From an optimization exercise on the open Yosys and OpenROAD flow, aimed at small area; shortcuts taken in it are not production practice. The RTL was checked by simulation tests, not by an equivalence proof against the original design. Power figures rest on the tool's default switching activity, not on a simulated workload.

Setup of the baseline:
==> flow/design.v <==
package axis_lane_packer_pkg;
  localparam int LANE_WIDTH    = 16;
  localparam int DEF_IN_WIDTH  = 64;
  localparam int DEF_OUT_WIDTH = 256;
endpackage
module axis_pack_slot #(
  parameter int WIDTH = axis_lane_packer_pkg::DEF_IN_WIDTH
) (
  input  logic             clk,
  input  logic             wr,         
  input  logic             keep,       
  input  logic             load,       
  input  logic             hold,       
  input  logic [WIDTH-1:0] s_data,
  output logic [WIDTH-1:0] m_data
);
  logic [WIDTH-1:0] pack_q;
  logic [WIDTH-1:0] pack_d;
  assign pack_d = ({WIDTH{wr}} & s_data) | ({WIDTH{keep}} & pack_q);
  always_ff @(posedge clk) begin
    pack_q <= pack_d;
    m_data <= ({WIDTH{load}} & pack_d) | ({WIDTH{hold}} & m_data);
  end
endmodule
module axis_lane_packer #(
  parameter int IN_WIDTH  = axis_lane_packer_pkg::DEF_IN_WIDTH,
  parameter int OUT_WIDTH = axis_lane_packer_pkg::DEF_OUT_WIDTH
) (
  input  logic                             clk,
  input  logic                             rst,
  input  logic                             activate,
  input  logic                             s_valid,
  input  logic                             s_last,
  input  logic [IN_WIDTH-1:0]              s_data,
  output logic                             s_ready,
  output logic                             m_valid,
  output logic                             m_last,
  output logic [OUT_WIDTH-1:0]             m_data,
  output logic [OUT_WIDTH/axis_lane_packer_pkg::LANE_WIDTH-1:0]  m_keep,
  input  logic                             m_ready,
  output logic [31:0]                      words_out
);
  localparam int RATIO          = OUT_WIDTH / IN_WIDTH;
  localparam int LANES_PER_BEAT = IN_WIDTH / axis_lane_packer_pkg::LANE_WIDTH;
  localparam int IDX_W          = (RATIO > 1) ? $clog2(RATIO) : 1;
  localparam logic [IDX_W-1:0] LAST_IDX = IDX_W'(RATIO - 1);
  logic             clear;
  logic [IDX_W-1:0] idx_reg;     
  logic             pend_full;
  logic             pend_last;
  logic [IDX_W-1:0] out_idx;     
  logic             s_fire;
  logic             final_beat;
  logic             out_free;
  logic             m_fire;
  logic             out_load;
  assign clear = rst | ~activate;
  assign s_ready    = activate & ~rst & ~pend_full;
  assign s_fire     = s_valid & s_ready;
  assign final_beat = s_fire & (s_last | (idx_reg == LAST_IDX));
  assign out_free = ~m_valid | m_ready;
  assign m_fire   = m_valid & m_ready;
  assign out_load = out_free & (pend_full | final_beat);
  for (genvar gi = 0; gi < RATIO; gi++) begin : g_beat
    axis_pack_slot #(.WIDTH(IN_WIDTH)) u_slot (
      .clk    (clk),
      .wr     (s_fire & (idx_reg == IDX_W'(gi))),
      .keep   (~s_fire | (idx_reg != IDX_W'(gi))),
      .load   (out_load & (IDX_W'(gi) <= idx_reg)),
      .hold   (~out_load),
      .s_data (s_data),
      .m_data (m_data[gi*IN_WIDTH +: IN_WIDTH])
    );
    for (genvar li = 0; li < LANES_PER_BEAT; li++) begin : g_keep
      assign m_keep[gi*LANES_PER_BEAT + li] = (out_idx >= IDX_W'(gi));
    end
  end
  always_ff @(posedge clk) begin
    if (clear) begin
      idx_reg   <= '0;
      pend_full <= 1'b0;
      m_valid   <= 1'b0;
    end else begin
      if (out_load) begin
        idx_reg   <= '0;
        pend_full <= 1'b0;
        m_valid   <= 1'b1;
      end else begin
        if (final_beat) pend_full <= 1'b1;
        else if (s_fire) idx_reg <= idx_reg + 1'b1;
        if (m_fire) m_valid <= 1'b0;
      end
    end
  end
  always_ff @(posedge clk) begin
    if (final_beat) pend_last <= s_last;
    if (out_load) begin
      out_idx <= idx_reg;
      m_last  <= pend_full ? pend_last : s_last;
    end
  end
  always_ff @(posedge clk) begin
    if (clear) begin
      words_out <= '0;
    end else if (m_fire) begin
      words_out <= words_out + 32'd1;
    end
  end
endmodule
export LEC_CHECK = 0
export CAP_MARGIN = 20
export CORE_MARGIN = 2
export CORE_UTILIZATION = 70
export SLEW_MARGIN = 20
export SYNTH_HIERARCHICAL = 1
export SYNTH_MINIMUM_KEEP_SIZE = 0
create_clock -name core_clock -period 4.0 [get_ports {clk}]
standard.sh (not shown) runs the stock make flow with config.mk's settings and CLKGATE_MAP_FILE= SYNTH_SCRIPT=/design/flow/synth_recipe.tcl, a recipe that flattens the netlist after the stock synthesis.
==> flow/flow/run.sh <==
#!/bin/bash
# Standard layout, with each port buffered by the smallest buffer cell and a clock tree
# built from small clock buffers, in clusters of at most 10 registers, without dummy loads.
set -euo pipefail
bash standard.sh finish \
  "BUFFER_PORTS_ARGS=-buffer_cell sky130_fd_sc_hd__buf_1" \
  "CTS_ARGS=-sink_clustering_enable -repair_clock_nets -dont_use_dummy_load -buf_list {sky130_fd_sc_hd__clkbuf_4} -root_buf sky130_fd_sc_hd__clkbuf_8 -sink_clustering_size 10 -sink_clustering_max_diameter 40" \
  > standard.log 2>&1
## Diff of input files: the candidate against the baseline
==> flow/design.v, changed modules only <==
module axis_count_bit (
  input  logic clk,
  input  logic keep,     
  input  logic a_in,     
  output logic a_out,    
  output logic q
);
  logic sum;
  assign {a_out, sum} = {1'b0, q} + {1'b0, a_in};
  always_ff @(posedge clk) begin
    q <= keep & sum;
  end
endmodule
module axis_lane_packer #(
  parameter int IN_WIDTH  = axis_lane_packer_pkg::DEF_IN_WIDTH,
  parameter int OUT_WIDTH = axis_lane_packer_pkg::DEF_OUT_WIDTH
) (
  input  logic                             clk,
  input  logic                             rst,
  input  logic                             activate,
  input  logic                             s_valid,
  input  logic                             s_last,
  input  logic [IN_WIDTH-1:0]              s_data,
  output logic                             s_ready,
  output logic                             m_valid,
  output logic                             m_last,
  output logic [OUT_WIDTH-1:0]             m_data,
  output logic [OUT_WIDTH/axis_lane_packer_pkg::LANE_WIDTH-1:0]  m_keep,
  input  logic                             m_ready,
  output logic [31:0]                      words_out
);
  localparam int RATIO          = OUT_WIDTH / IN_WIDTH;
  localparam int LANES_PER_BEAT = IN_WIDTH / axis_lane_packer_pkg::LANE_WIDTH;
  localparam int IDX_W          = (RATIO > 1) ? $clog2(RATIO) : 1;
  localparam logic [IDX_W-1:0] LAST_IDX = IDX_W'(RATIO - 1);
  logic             clear;
  logic [IDX_W-1:0] idx_reg;     
  logic             pend_full;
  logic             pend_last;
  logic [IDX_W-1:0] out_idx;     
  logic             s_fire;
  logic             final_beat;
  logic             out_free;
  logic             m_fire;
  logic             out_load;
  assign clear = rst | ~activate;
  assign s_ready    = activate & ~rst & ~pend_full;
  assign s_fire     = s_valid & s_ready;
  assign final_beat = s_fire & (s_last | (idx_reg == LAST_IDX));
  assign out_free = ~m_valid | m_ready;
  assign m_fire   = m_valid & m_ready;
  assign out_load = out_free & (pend_full | final_beat);
  for (genvar gi = 0; gi < RATIO; gi++) begin : g_beat
    axis_pack_slot #(.WIDTH(IN_WIDTH)) u_slot (
      .clk    (clk),
      .wr     (s_fire & (idx_reg == IDX_W'(gi))),
      .keep   (~s_fire | (idx_reg != IDX_W'(gi))),
      .load   (out_load & (IDX_W'(gi) <= idx_reg)),
      .hold   (~out_load),
      .s_data (s_data),
      .m_data (m_data[gi*IN_WIDTH +: IN_WIDTH])
    );
    for (genvar li = 0; li < LANES_PER_BEAT; li++) begin : g_keep
      assign m_keep[gi*LANES_PER_BEAT + li] = (out_idx >= IDX_W'(gi));
    end
  end
  always_ff @(posedge clk) begin
    if (clear) begin
      idx_reg   <= '0;
      pend_full <= 1'b0;
      m_valid   <= 1'b0;
    end else begin
      if (out_load) begin
        idx_reg   <= '0;
        pend_full <= 1'b0;
        m_valid   <= 1'b1;
      end else begin
        if (final_beat) pend_full <= 1'b1;
        else if (s_fire) idx_reg <= idx_reg + 1'b1;
        if (m_fire) m_valid <= 1'b0;
      end
    end
  end
  always_ff @(posedge clk) begin
    if (final_beat) pend_last <= s_last;
    if (out_load) begin
      out_idx <= idx_reg;
      m_last  <= pend_full ? pend_last : s_last;
    end
  end
  logic [32:0] cnt_carry;
  logic [3:0]  cnt_ones;
  logic        cnt_keep;
  assign cnt_keep = ~clear;
  for (genvar gk = 0; gk < 4; gk++) begin : g_cnt_grp
    assign cnt_ones[gk] = &words_out[8*gk +: 8];
    for (genvar gb = 0; gb < 8; gb++) begin : g_cnt_bit
      logic a_in;
      if (gb != 0) begin : g_chain
        assign a_in = cnt_carry[8*gk+gb];
      end else if (gk == 0) begin : g_lsb
        assign a_in = m_fire;
      end else begin : g_grp_in
        assign a_in = m_fire & (&cnt_ones[gk-1:0]);
      end
      axis_count_bit u_bit (
        .clk   (clk),
        .keep  (cnt_keep),
        .a_in  (a_in),
        .a_out (cnt_carry[8*gk+gb+1]),
        .q     (words_out[8*gk+gb])
      );
    end
  end
endmodule
==> results.txt <==
The higher cell area after synthesis of the baseline and the candidate is in the baseline.
Combinational power was higher in the run labelled the baseline.
The candidate vs. the baseline: delay of the slowest critical-path stage went down by 0.10 ns.
Between the baseline and the candidate, the difference in power in sequential cells is negligible.
[diff] final critical delay including setup and external delays, the candidate relative to the baseline: regression
The run showing the greater die boundary height is the baseline.
Cell-internal power in the candidate vs the baseline: down about 0.54%
Cell area after layout on the candidate is ahead of the baseline.
Compared to the baseline, the routing of the candidate uses less wire.
Global-route usage for the candidate: 0.90 points down relative to the baseline
Worst-case clock skew of the baseline is on par with the candidate.
Largest fanout on the critical path for the candidate is lower than for the baseline.

-- re-timing with driven ports --
The results above use ideal ports. As a check the final layouts listed here were re-extracted and re-timed, cells and wires unchanged.
Step 1 (the two cells are an assumption about what drives the block):
set clk [get_ports {clk}]
set_driving_cell -lib_cell sky130_fd_sc_hd__clkbuf_16 $clk
set_driving_cell -lib_cell sky130_fd_sc_hd__buf_2 [delete_from_list [all_inputs] $clk]
Step 2 times the ports against the registers' clock, not the clock port: input delays grow and output delays shrink by t, the midpoint of the rising clock arrivals with the driver on.
Three values: ideal ports, drivers, drivers and shift; two values: the first two.
| run | t (ns) | slack for setup (ns) | worst setup path after step 2 | pins driven straight from the clock port |
|---|---|---|---|---|
| the baseline | 0.611 | 1.262 / 1.262 / 0.734 | input to register | 1 |
| the candidate | 0.601 | 1.034 / 1.034 / 0.525 | input to register | 1 |
After both steps setup and hold are still met in every run listed. The setup slack of the baseline, which loses most, moves by 0.000 ns with the drivers and by -0.528 ns with both steps.
